Background: an optimization exercise with open tools, aiming at small area, a short achievable clock period and few clock cycles per item. Do not read the settings as production practice. The RTL was checked by simulation tests, not by an equivalence proof against the original design. Power and IR drop assume default switching activity.

## alu_exec_unit
module alu_exec_unit #(
  parameter int WIDTH = 32,
  parameter int SHW   = $clog2(WIDTH)
) (
  input  logic             clk,
  input  logic             reset,
  input  logic             valid_in,
  output logic             ready,
  input  logic [3:0]       alu_ctrl,
  input  logic [WIDTH-1:0] op_a,
  input  logic [WIDTH-1:0] op_b,
  output logic             valid_out,
  output logic [WIDTH-1:0] result,
  output logic             zero,
  output logic             branch_taken
);
Size: roughly 2,800 cells after synthesis, ~140 flip-flops, roughly 0.017 mm2 of cells after synthesis.
export LEC_CHECK = 0
export ABC_AREA = 1
export CAP_MARGIN = 20
export CORE_MARGIN = 2
export CORE_UTILIZATION = 30
export CTS_BUF_LIST = sky130_fd_sc_hd__clkbuf_4 sky130_fd_sc_hd__clkbuf_8
export PLACE_DENSITY = 0.4
export SETUP_SLACK_MARGIN = 5
export SLEW_MARGIN = 20
create_clock -name core_clock -period 10.0 [get_ports {clk}]
standard.sh (not shown) runs the stock make flow with config.mk's settings and CLKGATE_MAP_FILE= SYNTH_SCRIPT=/design/flow/synth_recipe.tcl, a recipe that flattens the netlist after the stock synthesis.
==> flow/flow/run.sh <==
#!/bin/bash
set -euo pipefail
MARGIN=6.2
PORTS="'BUFFER_PORTS_ARGS=-buffer_cell sky130_fd_sc_hd__buf_1'"
sed "s/SETUP_SLACK_MARGIN=[0-9.]*/SETUP_SLACK_MARGIN=${MARGIN} ${PORTS}/" standard.sh > standard_cts.sh
sed "s/SETUP_SLACK_MARGIN=[0-9.]*/SETUP_SLACK_MARGIN=0 ${PORTS}/" standard.sh > standard_fin.sh
grep -q "SETUP_SLACK_MARGIN=${MARGIN} 'BUFFER_PORTS_ARGS" standard_cts.sh
grep -q "SETUP_SLACK_MARGIN=0 'BUFFER_PORTS_ARGS" standard_fin.sh
bash standard_cts.sh cts > orfs_make_cts.log 2>&1
bash standard_fin.sh > orfs_make_finish.log 2>&1
The first run completed with no timing, DRC or antenna violations.
Testbench counts at the start, summed over its fixed seeds: cycles 47,809, items 24,000.
Change:
==> flow/flow/run.sh (replaced) <==
#!/bin/bash
set -euo pipefail
MARGIN=6.2
sed "s/SETUP_SLACK_MARGIN=[0-9.]*/SETUP_SLACK_MARGIN=${MARGIN} SKIP_INCREMENTAL_REPAIR=1 'BUFFER_PORTS_ARGS=-buffer_cell sky130_fd_sc_hd__buf_2'/" standard.sh > standard_margin.sh
grep -q "SKIP_INCREMENTAL_REPAIR=1 'BUFFER_PORTS_ARGS=-buffer_cell sky130_fd_sc_hd__buf_2'" standard_margin.sh
bash standard_margin.sh > orfs_make.log 2>&1
Settings changed: CORE_UTILIZATION 30 to 45, CTS_BUF_LIST sky130_fd_sc_hd__clkbuf_4 sky130_fd_sc_hd__clkbuf_8 to default, PLACE_DENSITY 0.4 to 0.5.
After rerunning:
- The changed run finished with timing, DRC and antenna clean
- worst hold slack is worse by 18 ps
- design area is higher by 0.56%
- synthesized cell count stays the same
Change:
Settings changed: CORE_UTILIZATION 45 to 30, PLACE_DENSITY 0.5 to 0.4.
What happened:
- setup slack improves by 82 ps
- power climbs by 0.51%
- final area climbs by 1.0%
- clock skew is about the same
- maximum frequency climbs by 2.1%
Change:
==> flow/flow/run.sh (replaced) <==
#!/bin/bash
set -euo pipefail
MARGIN=6.2
PORTS="'BUFFER_PORTS_ARGS=-buffer_cell sky130_fd_sc_hd__buf_2'"
sed "s/SETUP_SLACK_MARGIN=[0-9.]*/SETUP_SLACK_MARGIN=${MARGIN} ${PORTS}/" standard.sh > standard_cts.sh
sed "s/SETUP_SLACK_MARGIN=[0-9.]*/SETUP_SLACK_MARGIN=0 ${PORTS}/" standard.sh > standard_fin.sh
grep -q "SETUP_SLACK_MARGIN=${MARGIN} 'BUFFER_PORTS_ARGS" standard_cts.sh
grep -q "SETUP_SLACK_MARGIN=0 'BUFFER_PORTS_ARGS" standard_fin.sh
bash standard_cts.sh cts > orfs_make_cts.log 2>&1
bash standard_fin.sh > orfs_make_finish.log 2>&1
=> The changed run produced a clean layout. Wire length stays the same. Design area is unchanged. Synthesized cell count does not change. Critical path depth does not change. Hold slack does not change. Area after synthesis does not change. Clock power hardly moves. Sequential cell count is unchanged. Total power is unchanged. Core utilization does not change. Combinational power barely changes.
Change:
--- a/flow/flow/run.sh
+++ b/flow/flow/run.sh
@@ -3 +3 @@
-MARGIN=6.2
+MARGIN=5.9
Outcome: Utilization drops by 0.90 points. Synthesized cell count does not change. Final area is lower by 2.6%. Combinational power drops by about 5%. Fmax drops by 6.1%. Worst setup slack got worse by 260 ps. Routed wire length shrinks by 3.1%. Final cell count is lower by 0.89%. Total power came out lower by 2.0%. Hold slack gains 14 ps. Sequential power is about the same.

* * *

run 1:
Another version of the RTL of alu_exec_unit (not shown whole).
Size in the first run: about 160 flip-flops.
Design alu_exec_unit, start of the top module:
module alu_exec_unit #(
  parameter int WIDTH = 32,
  parameter int SHW   = $clog2(WIDTH)
) (
  input  logic             clk,
  input  logic             reset,
  input  logic             valid_in,
  output logic             ready,
  input  logic [3:0]       alu_ctrl,
  input  logic [WIDTH-1:0] op_a,
  input  logic [WIDTH-1:0] op_b,
  output logic             valid_out,
  output logic [WIDTH-1:0] result,
  output logic             zero,
  output logic             branch_taken
);
export LEC_CHECK = 0
export ABC_AREA = 1
export CAP_MARGIN = 20
export CORE_MARGIN = 2
export CORE_UTILIZATION = 30
export CTS_BUF_LIST = sky130_fd_sc_hd__clkbuf_4 sky130_fd_sc_hd__clkbuf_8
export PLACE_DENSITY = 0.4
export SETUP_SLACK_MARGIN = 5
export SLEW_MARGIN = 20
create_clock -name core_clock -period 10.0 [get_ports {clk}]
==> flow/flow/run.sh <==
#!/bin/bash
set -euo pipefail
MARGIN=7.0
PORTS="'BUFFER_PORTS_ARGS=-buffer_cell sky130_fd_sc_hd__buf_2'"
sed "s/SETUP_SLACK_MARGIN=[0-9.]*/SETUP_SLACK_MARGIN=${MARGIN} ${PORTS}/" standard.sh > standard_cts.sh
sed "s/SETUP_SLACK_MARGIN=[0-9.]*/SETUP_SLACK_MARGIN=0 ${PORTS}/" standard.sh > standard_fin.sh
grep -q "SETUP_SLACK_MARGIN=${MARGIN} 'BUFFER_PORTS_ARGS" standard_cts.sh
grep -q "SETUP_SLACK_MARGIN=0 'BUFFER_PORTS_ARGS" standard_fin.sh
bash standard_cts.sh cts > orfs_make_cts.log 2>&1
bash standard_fin.sh > orfs_make_finish.log 2>&1
Testbench counts of run 1, summed over its fixed seeds: cycles 47,809, items 24,000.
--- input diff run 1..run 2 ---
--- a/flow/flow/run.sh
+++ b/flow/flow/run.sh
@@ -1,5 +1,5 @@
 #!/bin/bash
 set -euo pipefail
-MARGIN=7.0
+MARGIN=6.5
 PORTS="'BUFFER_PORTS_ARGS=-buffer_cell sky130_fd_sc_hd__buf_2'"
 sed "s/SETUP_SLACK_MARGIN=[0-9.]*/SETUP_SLACK_MARGIN=${MARGIN} ${PORTS}/" standard.sh > standard_cts.sh
Notes after the runs:
- Wire: run 2 routes less than run 1
- Final non-filler cell total ends up lower on run 2.
- Higher worst-case reg-to-reg path depth goes to run 1 over run 2.
- Run 1 → run 2: post-route total power -about 18%; fmax went down by 18 MHz.
- The buffering stage count on the worst path with inverters included of run 2 is lower than that of run 1.
## Diff of input files: run 3 against run 2
--- a/flow/flow/run.sh
+++ b/flow/flow/run.sh
@@ -1,5 +1,5 @@
 #!/bin/bash
 set -euo pipefail
-MARGIN=6.5
+MARGIN=6.2
 PORTS="'BUFFER_PORTS_ARGS=-buffer_cell sky130_fd_sc_hd__buf_2'"
 sed "s/SETUP_SLACK_MARGIN=[0-9.]*/SETUP_SLACK_MARGIN=${MARGIN} ${PORTS}/" standard.sh > standard_cts.sh
--- outcome ---
- Between run 3 and run 2, routed length on met3 is lower for run 2, run 3 comes in above that.
- Changes observed in run 3 relative to run 2: post-detailed-route DRC marker count did not really move; overall routed net length went up; maximum clock frequency went down; clock power went up.
- Run 3 ended up with a higher slew at the pin closest to its max-slew limit than run 2 did.
- For run 2, the end point of the critical path was a_q[29]$_DFF_P_, unlike run 3, where it was a_q[26]$_DFF_P_.
- Run 3 vs run 2: HPWL after detailed placement up
- The run showing the greater worst-case headroom to the max-slew limit is run 2.
- Between run 3 and run 2, share of cell area taken by multi-input logic gates is higher for run 3, run 2 comes in under that.
- Between run 3 and run 2, the count of placed standard cells in the final layout, fillers left out does not differ in any meaningful way.
- Row count essentially unchanged between run 3 and run 2.

* * *

Setup of the previous run:
alu_exec_unit, a different RTL version from the one above (not shown whole).
Size in the first run: about 2900 cells after synthesis, roughly 110 I/O pins, roughly 17000 sq um of cells after synthesis.
==> flow/design.v (excerpt) <==
module alu_exec_unit #(
  parameter int WIDTH = 32,
  parameter int SHW   = $clog2(WIDTH)
) (
  input  logic             clk,
  input  logic             reset,
  input  logic             valid_in,
  output logic             ready,
  input  logic [3:0]       alu_ctrl,
  input  logic [WIDTH-1:0] op_a,
  input  logic [WIDTH-1:0] op_b,
  output logic             valid_out,
  output logic [WIDTH-1:0] result,
  output logic             zero,
  output logic             branch_taken
);
==> flow/config.mk <==
export PLATFORM = sky130hd
export DESIGN_NAME = alu_exec_unit
export DESIGN_NICKNAME = alu_exec_unit
export VERILOG_FILES = /design/flow/design.v
export SDC_FILE = /design/flow/constraint.sdc
export NUM_CORES = 4
export LEC_CHECK = 0
export ABC_AREA = 1
export CAP_MARGIN = 20
export CORE_MARGIN = 2
export CORE_UTILIZATION = 30
export PLACE_DENSITY = 0.4
export SETUP_SLACK_MARGIN = 5
export SLEW_MARGIN = 20
==> flow/constraint.sdc <==
create_clock -name core_clock -period 10.0 [get_ports {clk}]
set_input_delay 2.0000 -clock core_clock [delete_from_list [all_inputs] [get_ports {clk}]]
set_output_delay 2.0000 -clock core_clock [all_outputs]
set_load 0.01 [all_outputs]
==> flow/flow/run.sh <==
#!/bin/bash
set -euo pipefail
MARGIN=6.2
sed "s/SETUP_SLACK_MARGIN=[0-9.]*/SETUP_SLACK_MARGIN=${MARGIN} SKIP_INCREMENTAL_REPAIR=1/" standard.sh > standard_margin.sh
grep -q "SETUP_SLACK_MARGIN=${MARGIN} SKIP_INCREMENTAL_REPAIR=1" standard_margin.sh
bash standard_margin.sh > orfs_make.log 2>&1
The previous run reached the final stage; the timing, design-rule and antenna checks on its layout passed.
Testbench counts of the previous run, summed over its fixed seeds: cycles 47,844, items 24,000.
What the current run does differently from the previous run at the input level:
==> flow/flow/run.sh <==
#!/bin/bash
set -euo pipefail
MARGIN=6.2
sed "s/SETUP_SLACK_MARGIN=[0-9.]*/SETUP_SLACK_MARGIN=${MARGIN} SKIP_INCREMENTAL_REPAIR=1 'BUFFER_PORTS_ARGS=-buffer_cell sky130_fd_sc_hd__buf_2'/" standard.sh > standard_margin.sh
grep -q "SKIP_INCREMENTAL_REPAIR=1 'BUFFER_PORTS_ARGS=-buffer_cell sky130_fd_sc_hd__buf_2'" standard_margin.sh
bash standard_margin.sh > orfs_make.log 2>&1
[summary]
- The current run: no failed stages, no open violations at the end
- The previous run closes out successfully: all stages finished, all timing, DRC and antenna checks passed.
- Share of the clock period used by the worst path after layout was higher in the current run than in the previous run.
- Wire: the current run routes more than the previous run
- Termination of the worst setup path: r_q[1] -> the previous run, b_q[6] -> the current run
- Comparing the previous run and the current run, number of iterations in the first detailed-routing pass is lower on the previous run.
- Max multi-input combinational area share across the previous run and the current run: the current run

* * *

== v5 ==
alu_exec_unit with an RTL version that a note above also has.
Size in the first run: roughly 110 I/O pins, ~0.017 mm^2 of cells after synthesis.
## alu_exec_unit
module alu_exec_unit #(
  parameter int WIDTH = 32,
  parameter int SHW   = $clog2(WIDTH)
) (
  input  logic             clk,
  input  logic             reset,
  input  logic             valid_in,
  output logic             ready,
  input  logic [3:0]       alu_ctrl,
  input  logic [WIDTH-1:0] op_a,
  input  logic [WIDTH-1:0] op_b,
  output logic             valid_out,
  output logic [WIDTH-1:0] result,
  output logic             zero,
  output logic             branch_taken
);
==> flow/config.mk <==
export PLATFORM = sky130hd
export DESIGN_NAME = alu_exec_unit
export DESIGN_NICKNAME = alu_exec_unit
export VERILOG_FILES = /design/flow/design.v
export SDC_FILE = /design/flow/constraint.sdc
export NUM_CORES = 4
export LEC_CHECK = 0
export ABC_AREA = 1
export CAP_MARGIN = 20
export CORE_MARGIN = 2
export CORE_UTILIZATION = 30
export PLACE_DENSITY = 0.4
export SETUP_SLACK_MARGIN = 5
export SLEW_MARGIN = 20
==> flow/constraint.sdc <==
create_clock -name core_clock -period 10.0 [get_ports {clk}]
set_input_delay 2.0000 -clock core_clock [delete_from_list [all_inputs] [get_ports {clk}]]
set_output_delay 2.0000 -clock core_clock [all_outputs]
set_load 0.01 [all_outputs]
==> flow/flow/run.sh <==
#!/bin/bash
set -euo pipefail
MARGIN=6.6
PORTS="'BUFFER_PORTS_ARGS=-buffer_cell sky130_fd_sc_hd__buf_2'"
sed "s/SETUP_SLACK_MARGIN=[0-9.]*/SETUP_SLACK_MARGIN=${MARGIN} ${PORTS}/" standard.sh > standard_cts.sh
sed "s/SETUP_SLACK_MARGIN=[0-9.]*/SETUP_SLACK_MARGIN=0 ${PORTS}/" standard.sh > standard_fin.sh
grep -q "SETUP_SLACK_MARGIN=${MARGIN} 'BUFFER_PORTS_ARGS" standard_cts.sh
grep -q "SETUP_SLACK_MARGIN=0 'BUFFER_PORTS_ARGS" standard_fin.sh
bash standard_cts.sh cts > orfs_make_cts.log 2>&1
bash standard_fin.sh > orfs_make_finish.log 2>&1
Testbench counts of v5, summed over its fixed seeds: cycles 47,809, items 24,000.
[inputs] v20 vs v5
-- flow/flow/run.sh --
<<< v5, line 3
MARGIN=6.6
>>> v20, line 3
MARGIN=6.2
-- flow/config.mk --
<<< v5, line 12
>>> v20, line 12
export CTS_BUF_LIST = sky130_fd_sc_hd__clkbuf_4 sky130_fd_sc_hd__clkbuf_8
## What came out
v20 and v5 all finish clean.
Higher wire length of the first global-routing pass goes to v5 over v20.
Summary of v20 over v5: net switching power of the design dropped about 5%, setup slack moved up, quantity of gates resized following cts now smaller, final wirelength fell by 0.43%.
v5 → v20: post-route total power fell by 310 uW; via count fell by 314; combinational share of power rose by 0.6 points; number of fill cells in the layout rose by 86.
met2 capacity usage during global routing for v20: 3.6 points down relative to v5
What v9 does differently from v20 at the input level:
-- flow/flow/run.sh --
<<< v20, line 4
>>> v9, line 4
FINMARGIN=5.9
<<< v20, line 6
sed "s/SETUP_SLACK_MARGIN=[0-9.]*/SETUP_SLACK_MARGIN=0 ${PORTS}/" standard.sh > standard_fin.sh
>>> v9, line 7
sed "s/SETUP_SLACK_MARGIN=[0-9.]*/SETUP_SLACK_MARGIN=${FINMARGIN} ${PORTS}/" standard.sh > standard_fin.sh
<<< v20, line 8
grep -q "SETUP_SLACK_MARGIN=0 'BUFFER_PORTS_ARGS" standard_fin.sh
>>> v9, line 9
grep -q "SETUP_SLACK_MARGIN=${FINMARGIN} 'BUFFER_PORTS_ARGS" standard_fin.sh
Findings:
[diff] minimum period implied by the final worst setup slack, v9 relative to v20: regression. Changes observed in v9 relative to v20: end-of-flow core utilization went up by 0.45 points; actual slew at the worst max-slew pin went down by 0.0072 ns; total power consumption of the routed design went up by 1.3%. Diff v20..v9 | number of standard cells in the final layout excluding fillers | negligible. v9 vs v20, initial detailed-routing violation count went down by 3.0%. Area growth from synthesis to layout: v9 vs v20 up 1.5 points. v20 -> v9: worst-case clock buffer depth delta 0, exact match.

* * *

Another version of the RTL of alu_exec_unit (not shown whole).
Size: roughly 2800 cells after synthesis, about 140 flip-flops, roughly 110 I/O pins.
Settings: LEC_CHECK=0, ABC_AREA=1, CAP_MARGIN=20, CORE_MARGIN=2, CORE_UTILIZATION=30, CTS_BUF_LIST=sky130_fd_sc_hd__clkbuf_4 sky130_fd_sc_hd__clkbuf_8, PLACE_DENSITY=0.4, SETUP_SLACK_MARGIN=5, SLEW_MARGIN=20; clock period 10.0 ns.
==> flow/flow/run.sh <==
#!/bin/bash
set -euo pipefail
MARGIN=6.2
PORTS="'BUFFER_PORTS_ARGS=-buffer_cell sky130_fd_sc_hd__buf_2'"
sed "s/SETUP_SLACK_MARGIN=[0-9.]*/SETUP_SLACK_MARGIN=${MARGIN} ${PORTS}/" standard.sh > standard_cts.sh
sed "s/SETUP_SLACK_MARGIN=[0-9.]*/SETUP_SLACK_MARGIN=0 ${PORTS}/" standard.sh > standard_fin.sh
grep -q "SETUP_SLACK_MARGIN=${MARGIN} 'BUFFER_PORTS_ARGS" standard_cts.sh
grep -q "SETUP_SLACK_MARGIN=0 'BUFFER_PORTS_ARGS" standard_fin.sh
bash standard_cts.sh cts > orfs_make_cts.log 2>&1
bash standard_fin.sh > orfs_make_finish.log 2>&1
The starting point completed without violations.
Testbench counts at the start, summed over its fixed seeds: cycles 47,809, items 24,000.
Next try:
--- a/flow/config.mk
+++ b/flow/config.mk
@@ -10,5 +10,4 @@
 export CORE_MARGIN = 2
 export CORE_UTILIZATION = 30
-export CTS_BUF_LIST = sky130_fd_sc_hd__clkbuf_4 sky130_fd_sc_hd__clkbuf_8
 export PLACE_DENSITY = 0.4
 export SETUP_SLACK_MARGIN = 5
Effect: The changed run went through all stages and came out clean. Maximum frequency is about the same. Global-route usage barely changes. Sequential power stays flat. Synthesized cell count stays the same. Via count is about the same. Area after synthesis stays the same. Total power rose by 5.2%. Routed wire length stays flat. Cell area rose by 1.4%. Die area does not change.

-- what the ideal ports hide --
In the flow no input, the clock included, has a driving cell. The finished layouts below were timed again as built, in two steps.
Step 1, drivers: a clkbuf_16 drives clk and a buf_2 each remaining input, both assumed.
Step 2 moves the port delays by t, midway between the first and last clock arrival at a register: inputs arrive t later, outputs are due t later. That takes back most of the time a late clock gives input paths.
Three values: no drivers, after step 1, after step 2; two values: the first two.
run | t, ns | setup WS [ns] | hold WS [ns] | cell pins on the clock port's net
the first run of note 1 | 0.631 | 5.895 / 5.895 / 5.420 | 0.474 / 0.474 / 0.474 | 1
the second run of note 1 | 0.512 | 5.934 / 5.934 / 5.670 | 0.456 / 0.456 / 0.456 | 1
the third run of note 1 | 0.545 | 6.016 / 6.016 / 5.635 | 0.460 / 0.460 / 0.460 | 1
the fourth run of note 1 | 0.545 | 6.016 / 6.016 / 5.635 | 0.460 / 0.460 / 0.460 | 1
the fifth run of note 1 | 0.552 | 5.758 / 5.758 / 5.302 | 0.474 / 0.474 / 0.474 | 1
run 1 | 0.611 | 6.579 / 6.588 / 5.977 | 0.469 / 0.469 / 0.469 | 1
run 2 | 0.613 | 6.352 / 6.352 / 5.780 | 0.466 / 0.466 / 0.466 | 1
run 3 | 0.617 | 6.050 / 6.050 / 5.519 | 0.465 / 0.465 / 0.465 | 1
the previous run | 0.558 | 6.085 / 6.085 / 5.553 | 0.479 / 0.479 / 0.479 | 1
the current run | 0.574 | 5.907 / 5.922 / 5.348 | 0.478 / 0.478 / 0.478 | 1
v5 | 0.561 | 5.965 / 5.965 / 5.965 | 0.464 / 0.464 / 0.464 | 1
v20 | 0.613 | 5.982 / 5.982 / 5.539 | 0.466 / 0.466 / 0.466 | 1
v9 | 0.609 | 5.978 / 5.978 / 5.528 | 0.465 / 0.465 / 0.465 | 1
the first run of note 5 | 0.577 | 5.879 / 5.879 / 5.562 | 0.455 / 0.455 / 0.455 | 1
the second run of note 5 | 0.518 | 5.876 / 5.876 / 5.669 | 0.452 / 0.452 / 0.452 | 1
After both steps setup and hold are still met in every run listed. For run 1, which loses most, drivers alone change the setup slack by +0.009 ns; drivers and shift together by -0.602 ns.
